Source: an optimization exercise on an open RTL-to-GDS flow (aim: small area, a short achievable clock period and few clock cycles per item). Production flows keep margins and buffers that such runs may drop.
Function was checked by simulation only, so behaviour that the tests miss may differ from the original.

==> inputs of job 7348 <==
==> flow/design.v (excerpt) <==
module ec_scalar_mul (
	input wire clk,
	input wire reset,
	input wire start,
	input wire [7:0] k,
	input wire [15:0] p_x,
	input wire [15:0] p_y,
	input wire p_inf,
	output reg busy,
	output reg done,
	output wire [15:0] r_x,
	output wire [15:0] r_y,
	output wire r_inf
);
Settings: LEC_CHECK=0, CAP_MARGIN=20, CORE_MARGIN=2, CORE_UTILIZATION=40, SLEW_MARGIN=20; clock period 7.0 ns.
run.sh (not shown) runs the stock make flow with config.mk's settings and CLKGATE_MAP_FILE= SYNTH_SCRIPT=/design/flow/synth_recipe.tcl, a recipe that flattens the netlist after the stock synthesis.
==> job 7818: changes against job 7348 <==
--- a/flow/design.v
+++ b/flow/design.v
@@ -79,18 +79,19 @@
 			7'd21: begin r_m_en = 1'b1; r_m_a = 3'd1; r_m_b = 3'd5; r_m_sh = 1'b0; r_m_d = 4'd6; end  
 			7'd22: begin r_m_en = 1'b1; r_m_a = 3'd3; r_m_b = 3'd5; r_m_sh = 1'b0; r_m_d = 4'd5; r_a_en = 1'b1; r_a_a = 3'd3; r_a_b = 2'd2; r_a_sub = 1'b1; r_a_dbl = 1'b0; r_a_d = 4'd7; end  
 			7'd23: begin r_m_en = 1'b1; r_m_a = 3'd0; r_m_b = 3'd3; r_m_sh = 1'b0; r_m_d = 4'd3; r_a_en = 1'b1; r_a_a = 3'd3; r_a_b = 2'd2; r_a_sub = 1'b1; r_a_dbl = 1'b1; r_a_d = 4'd1; end  
 			7'd24: begin r_a_en = 1'b1; r_a_a = 3'd2; r_a_b = 2'd0; r_a_sub = 1'b1; r_a_dbl = 1'b0; r_a_d = 4'd6; end  
 			7'd25: begin r_m_en = 1'b1; r_m_a = 3'd2; r_m_b = 3'd5; r_m_sh = 1'b0; r_m_d = 4'd7; end  
 			7'd27: begin r_a_en = 1'b1; r_a_a = 3'd3; r_a_b = 2'd1; r_a_sub = 1'b1; r_a_dbl = 1'b0; r_a_d = 4'd2; end  
 			7'd28: begin r_m_en = 1'b1; r_m_a = 3'd0; r_m_b = 3'd0; r_m_sh = 1'b0; r_m_d = 4'd4; end  
 			7'd30: begin r_m_en = 1'b1; r_m_a = 3'd2; r_m_b = 3'd1; r_m_sh = 1'b0; r_m_d = 4'd4; end  
+			7'd31: begin r_m_en = 1'b1; r_m_a = 3'd0; r_m_b = 3'd1; r_m_sh = 1'b0; r_m_d = 4'd5; end  
 			7'd32: begin r_m_en = 1'b1; r_m_a = 3'd2; r_m_b = 3'd1; r_m_sh = 1'b0; r_m_d = 4'd4; end  
-			7'd33: begin r_m_en = 1'b1; r_m_a = 3'd0; r_m_b = 3'd1; r_m_sh = 1'b0; r_m_d = 4'd5; end  
+			7'd33: begin r_m_en = 1'b1; r_m_a = 3'd4; r_m_b = 3'd1; r_m_sh = 1'b0; r_m_d = 4'd5; end  
 			7'd34: begin r_m_en = 1'b1; r_m_a = 3'd2; r_m_b = 3'd1; r_m_sh = 1'b0; r_m_d = 4'd4; end  
 			7'd35: begin r_m_en = 1'b1; r_m_a = 3'd4; r_m_b = 3'd1; r_m_sh = 1'b0; r_m_d = 4'd4; end  
 			7'd36: begin r_m_en = 1'b1; r_m_a = 3'd2; r_m_b = 3'd1; r_m_sh = 1'b0; r_m_d = 4'd5; end  
 			7'd38: begin r_m_en = 1'b1; r_m_a = 3'd4; r_m_b = 3'd3; r_m_sh = 1'b0; r_m_d = 4'd4; end  
 			7'd39: begin r_m_en = 1'b1; r_m_a = 3'd2; r_m_b = 3'd3; r_m_sh = 1'b0; r_m_d = 4'd5; end  
 			7'd40: begin r_m_en = 1'b1; r_m_a = 3'd2; r_m_b = 3'd1; r_m_sh = 1'b0; r_m_d = 4'd4; end  
 			7'd41: begin r_m_en = 1'b1; r_m_a = 3'd4; r_m_b = 3'd1; r_m_sh = 1'b0; r_m_d = 4'd5; end  
 			7'd42: begin r_m_en = 1'b1; r_m_a = 3'd2; r_m_b = 3'd1; r_m_sh = 1'b0; r_m_d = 4'd4; end  
@@ -105,31 +106,30 @@
 			7'd51: begin r_m_en = 1'b1; r_m_a = 3'd4; r_m_b = 3'd1; r_m_sh = 1'b0; r_m_d = 4'd5; end  
 			7'd52: begin r_m_en = 1'b1; r_m_a = 3'd2; r_m_b = 3'd1; r_m_sh = 1'b0; r_m_d = 4'd4; end  
 			7'd53: begin r_m_en = 1'b1; r_m_a = 3'd4; r_m_b = 3'd1; r_m_sh = 1'b0; r_m_d = 4'd5; end  
 			7'd54: begin r_m_en = 1'b1; r_m_a = 3'd2; r_m_b = 3'd1; r_m_sh = 1'b0; r_m_d = 4'd4; end  
 			7'd55: begin r_m_en = 1'b1; r_m_a = 3'd4; r_m_b = 3'd1; r_m_sh = 1'b0; r_m_d = 4'd5; end  
 			7'd56: begin r_m_en = 1'b1; r_m_a = 3'd2; r_m_b = 3'd1; r_m_sh = 1'b0; r_m_d = 4'd4; end  
 			7'd57: begin r_m_en = 1'b1; r_m_a = 3'd4; r_m_b = 3'd1; r_m_sh = 1'b0; r_m_d = 4'd5; end  
 			7'd59: begin r_m_en = 1'b1; r_m_a = 3'd4; r_m_b = 3'd1; r_m_sh = 1'b0; r_m_d = 4'd4; end  
-			7'd61: begin r_m_en = 1'b1; r_m_a = 3'd0; r_m_b = 3'd1; r_m_sh = 1'b0; r_m_d = 4'd4; end  
-			7'd62: begin r_m_en = 1'b1; r_m_a = 3'd3; r_m_b = 3'd1; r_m_sh = 1'b0; r_m_d = 4'd2; end  
-			7'd63: begin r_m_en = 1'b1; r_m_a = 3'd1; r_m_b = 3'd1; r_m_sh = 1'b0; r_m_d = 4'd1; end  
-			7'd65: begin r_m_en = 1'b1; r_m_a = 3'd0; r_m_b = 3'd0; r_m_sh = 1'b0; r_m_d = 4'd4; r_a_en = 1'b1; r_a_a = 3'd3; r_a_b = 2'd1; r_a_sub = 1'b1; r_a_dbl = 1'b0; r_a_d = 4'd7; end  
-			7'd66: begin r_m_en = 1'b1; r_m_a = 3'd2; r_m_b = 3'd4; r_m_sh = 1'b0; r_m_d = 4'd7; r_a_en = 1'b1; r_a_a = 3'd4; r_a_b = 2'd2; r_a_sub = 1'b1; r_a_dbl = 1'b1; r_a_d = 4'd1; end  
-			7'd67: begin r_m_en = 1'b1; r_m_a = 3'd2; r_m_b = 3'd1; r_m_sh = 1'b1; r_m_d = 4'd5; r_a_en = 1'b1; r_a_a = 3'd0; r_a_b = 2'd0; r_a_sub = 1'b0; r_a_dbl = 1'b1; r_a_d = 4'd4; end  
+			7'd61: begin r_m_en = 1'b1; r_m_a = 3'd2; r_m_b = 3'd1; r_m_sh = 1'b0; r_m_d = 4'd5; end  
+			7'd63: begin r_m_en = 1'b1; r_m_a = 3'd4; r_m_b = 3'd1; r_m_sh = 1'b0; r_m_d = 4'd4; end  
+			7'd64: begin r_m_en = 1'b1; r_m_a = 3'd1; r_m_b = 3'd3; r_m_sh = 1'b0; r_m_d = 4'd1; end  
+			7'd65: begin r_m_en = 1'b1; r_m_a = 3'd3; r_m_b = 3'd1; r_m_sh = 1'b0; r_m_d = 4'd2; end  
+			7'd67: begin r_m_en = 1'b1; r_m_a = 3'd0; r_m_b = 3'd0; r_m_sh = 1'b0; r_m_d = 4'd4; r_a_en = 1'b1; r_a_a = 3'd0; r_a_b = 2'd0; r_a_sub = 1'b0; r_a_dbl = 1'b1; r_a_d = 4'd4; end  
 			7'd68: begin r_m_en = 1'b1; r_m_a = 3'd1; r_m_b = 3'd1; r_m_sh = 1'b0; r_m_d = 4'd4; r_a_en = 1'b1; r_a_a = 3'd3; r_a_b = 2'd3; r_a_sub = 1'b1; r_a_dbl = 1'b0; r_a_d = 4'd2; end  
 			7'd69: begin r_m_en = 1'b1; r_m_a = 3'd0; r_m_b = 3'd0; r_m_sh = 1'b0; r_m_d = 4'd4; r_a_en = 1'b1; r_a_a = 3'd3; r_a_b = 2'd1; r_a_sub = 1'b1; r_a_dbl = 1'b0; r_a_d = 4'd7; end  
 			7'd70: begin r_m_en = 1'b1; r_m_a = 3'd2; r_m_b = 3'd4; r_m_sh = 1'b0; r_m_d = 4'd7; r_a_en = 1'b1; r_a_a = 3'd4; r_a_b = 2'd2; r_a_sub = 1'b1; r_a_dbl = 1'b1; r_a_d = 4'd1; end  
 			7'd71: begin r_m_en = 1'b1; r_m_a = 3'd0; r_m_b = 3'd1; r_m_sh = 1'b0; r_m_d = 4'd4; end  
 			7'd72: begin r_m_en = 1'b1; r_m_a = 3'd5; r_m_b = 3'd1; r_m_sh = 1'b0; r_m_d = 4'd4; r_a_en = 1'b1; r_a_a = 3'd3; r_a_b = 2'd3; r_a_sub = 1'b1; r_a_dbl = 1'b0; r_a_d = 4'd2; end  
 			7'd73: begin r_m_en = 1'b1; r_m_a = 3'd0; r_m_b = 3'd0; r_m_sh = 1'b0; r_m_d = 4'd4; r_a_en = 1'b1; r_a_a = 3'd3; r_a_b = 2'd1; r_a_sub = 1'b1; r_a_dbl = 1'b0; r_a_d = 4'd7; end  
 			7'd74: begin r_m_en = 1'b1; r_m_a = 3'd2; r_m_b = 3'd4; r_m_sh = 1'b0; r_m_d = 4'd7; r_a_en = 1'b1; r_a_a = 3'd4; r_a_b = 2'd2; r_a_sub = 1'b1; r_a_dbl = 1'b1; r_a_d = 4'd1; end  
 			7'd75: begin r_m_en = 1'b1; r_m_a = 3'd2; r_m_b = 3'd1; r_m_sh = 1'b0; r_m_d = 4'd4; end  
-			7'd76: begin r_a_en = 1'b1; r_a_a = 3'd3; r_a_b = 2'd3; r_a_sub = 1'b1; r_a_dbl = 1'b0; r_a_d = 4'd2; end  
+			7'd76: begin r_m_en = 1'b1; r_m_a = 3'd0; r_m_b = 3'd1; r_m_sh = 1'b0; r_m_d = 4'd5; r_a_en = 1'b1; r_a_a = 3'd3; r_a_b = 2'd3; r_a_sub = 1'b1; r_a_dbl = 1'b0; r_a_d = 4'd2; end  
 			7'd77: begin r_m_en = 1'b1; r_m_a = 3'd0; r_m_b = 3'd0; r_m_sh = 1'b0; r_m_d = 4'd4; r_a_en = 1'b1; r_a_a = 3'd0; r_a_b = 2'd0; r_a_sub = 1'b0; r_a_dbl = 1'b1; r_a_d = 4'd4; end  
 			7'd78: begin r_m_en = 1'b1; r_m_a = 3'd1; r_m_b = 3'd1; r_m_sh = 1'b0; r_m_d = 4'd4; r_a_en = 1'b1; r_a_a = 3'd3; r_a_b = 2'd1; r_a_sub = 1'b1; r_a_dbl = 1'b0; r_a_d = 4'd2; end  
 			7'd79: begin r_m_en = 1'b1; r_m_a = 3'd0; r_m_b = 3'd0; r_m_sh = 1'b0; r_m_d = 4'd4; end  
 			7'd80: begin r_a_en = 1'b1; r_a_a = 3'd3; r_a_b = 2'd1; r_a_sub = 1'b1; r_a_dbl = 1'b0; r_a_d = 4'd2; end  
 			default: ;
 		endcase
 	end
 	always @(posedge clk or posedge reset) begin
@@ -1045,32 +1045,32 @@
 			end
 			ST_LOADP: begin
 				nst = ST_RUN;
 				if (ldk == LP_DBL) nupc = 7'd0;
 				else if (more) begin nupc = 7'd0; consume = 1'b1; end
 				else nupc = 7'd28;
 			end
 			default: begin
-				if (upc == 7'd7 && succ_d == 2'd0) begin nupc = 7'd65; consume = 1'b1; end
+				if (upc == 7'd9 && succ_d == 2'd0) begin nupc = 7'd67; consume = 1'b1; end
 				else if (upc == 7'd7 && succ_d == 2'd1) begin nupc = 7'd69; end
 				else if (upc == 7'd7 && succ_d == 2'd2) begin nupc = 7'd73; end
 				else if (upc == 7'd25 && succ_a == 2'd0) begin nupc = 7'd77; consume = 1'b1; end
 				else if (upc == 7'd25 && succ_a == 2'd2) begin nupc = 7'd79; end
-				else if (upc == 7'd68) nupc = 7'd3;
+				else if (upc == 7'd68) nupc = 7'd2;
 				else if (upc == 7'd72) nupc = 7'd16;
 				else if (upc == 7'd76) nupc = 7'd32;
 				else if (upc == 7'd78) nupc = 7'd2;
 				else if (upc == 7'd80) nupc = 7'd30;
 				else if (upc == 7'd19 && (zz || hz)) begin
 					exc = 1'b1;
 					nst = ST_LOADP;
 					exc_k = zz ? LP_NEXT : (rz ? LP_DBL : LP_INF);
 				end
-				else if (upc == 7'd64) begin
+				else if (upc == 7'd66) begin
 					fin_done = 1'b1;
 					nst = ST_IDLE;
 				end
 			end
 		endcase
 	end
 	always @(posedge clk or posedge reset) begin
 		if (reset) begin
==> comparison table <==
Layout Cells excl Fill: job 7348 4256; job 7818 4204
First-pass GRT wire length: job 7348 151 mm; job 7818 154 mm
Run status: job 7348 no timing/DRC/antenna violations; job 7818 no timing/DRC/antenna violations
Yosys cell types: job 7348 110; job 7818 106
Levels on crit path: job 7348 22; job 7818 20
Area of the die: job 7348 75700 sq um; job 7818 73800 sq um
TritonRoute pass-1 iters: job 7348 6; job 7818 8
Area share of the largest cell type after synthesis: job 7348 18.2%; job 7818 18.7%
Mux cell area share after synthesis: job 7348 11.5%; job 7818 9.93%
Area fraction in compound gates after synthesis: job 7348 16.1%; job 7818 15.8%
Wire length on met3: job 7348 8.52 mm; job 7818 9.93 mm
Testbench counts of job 7348, summed over its fixed seeds: cycles 25,395, items 192.
Testbench counts of job 7818, summed over its fixed seeds: cycles 26,246, items 192.

## what the ideal ports hide
The flow's constraints put no driver on any port. The routed layouts listed below were extracted and timed again, unchanged, in two steps. Step 1: set_driving_cell puts a clkbuf_16 on clk and a buf_2 on each other input, an assumption about the parent block. Step 2 also shifts input and output timing later by t, the mid clock arrival at the registers, as if the neighbouring blocks saw the same clock. a / b / c = ideal / step 1 / step 2; a / b = the first two.
| run | shift t [ns] | setup WS [ns] | hold slack, ns | clock arrival spread, ns |
|---|---|---|---|---|
| job 7348 | 0.618 | 0.303 / 0.303 / 0.303 | 0.427 / 0.427 / 0.427 | 0.038 / 0.038 |
| job 7818 | 0.629 | 0.242 / 0.242 / 0.242 | 0.421 / 0.421 / 0.421 | 0.024 / 0.025 |
After both steps setup and hold are still met in every run listed.
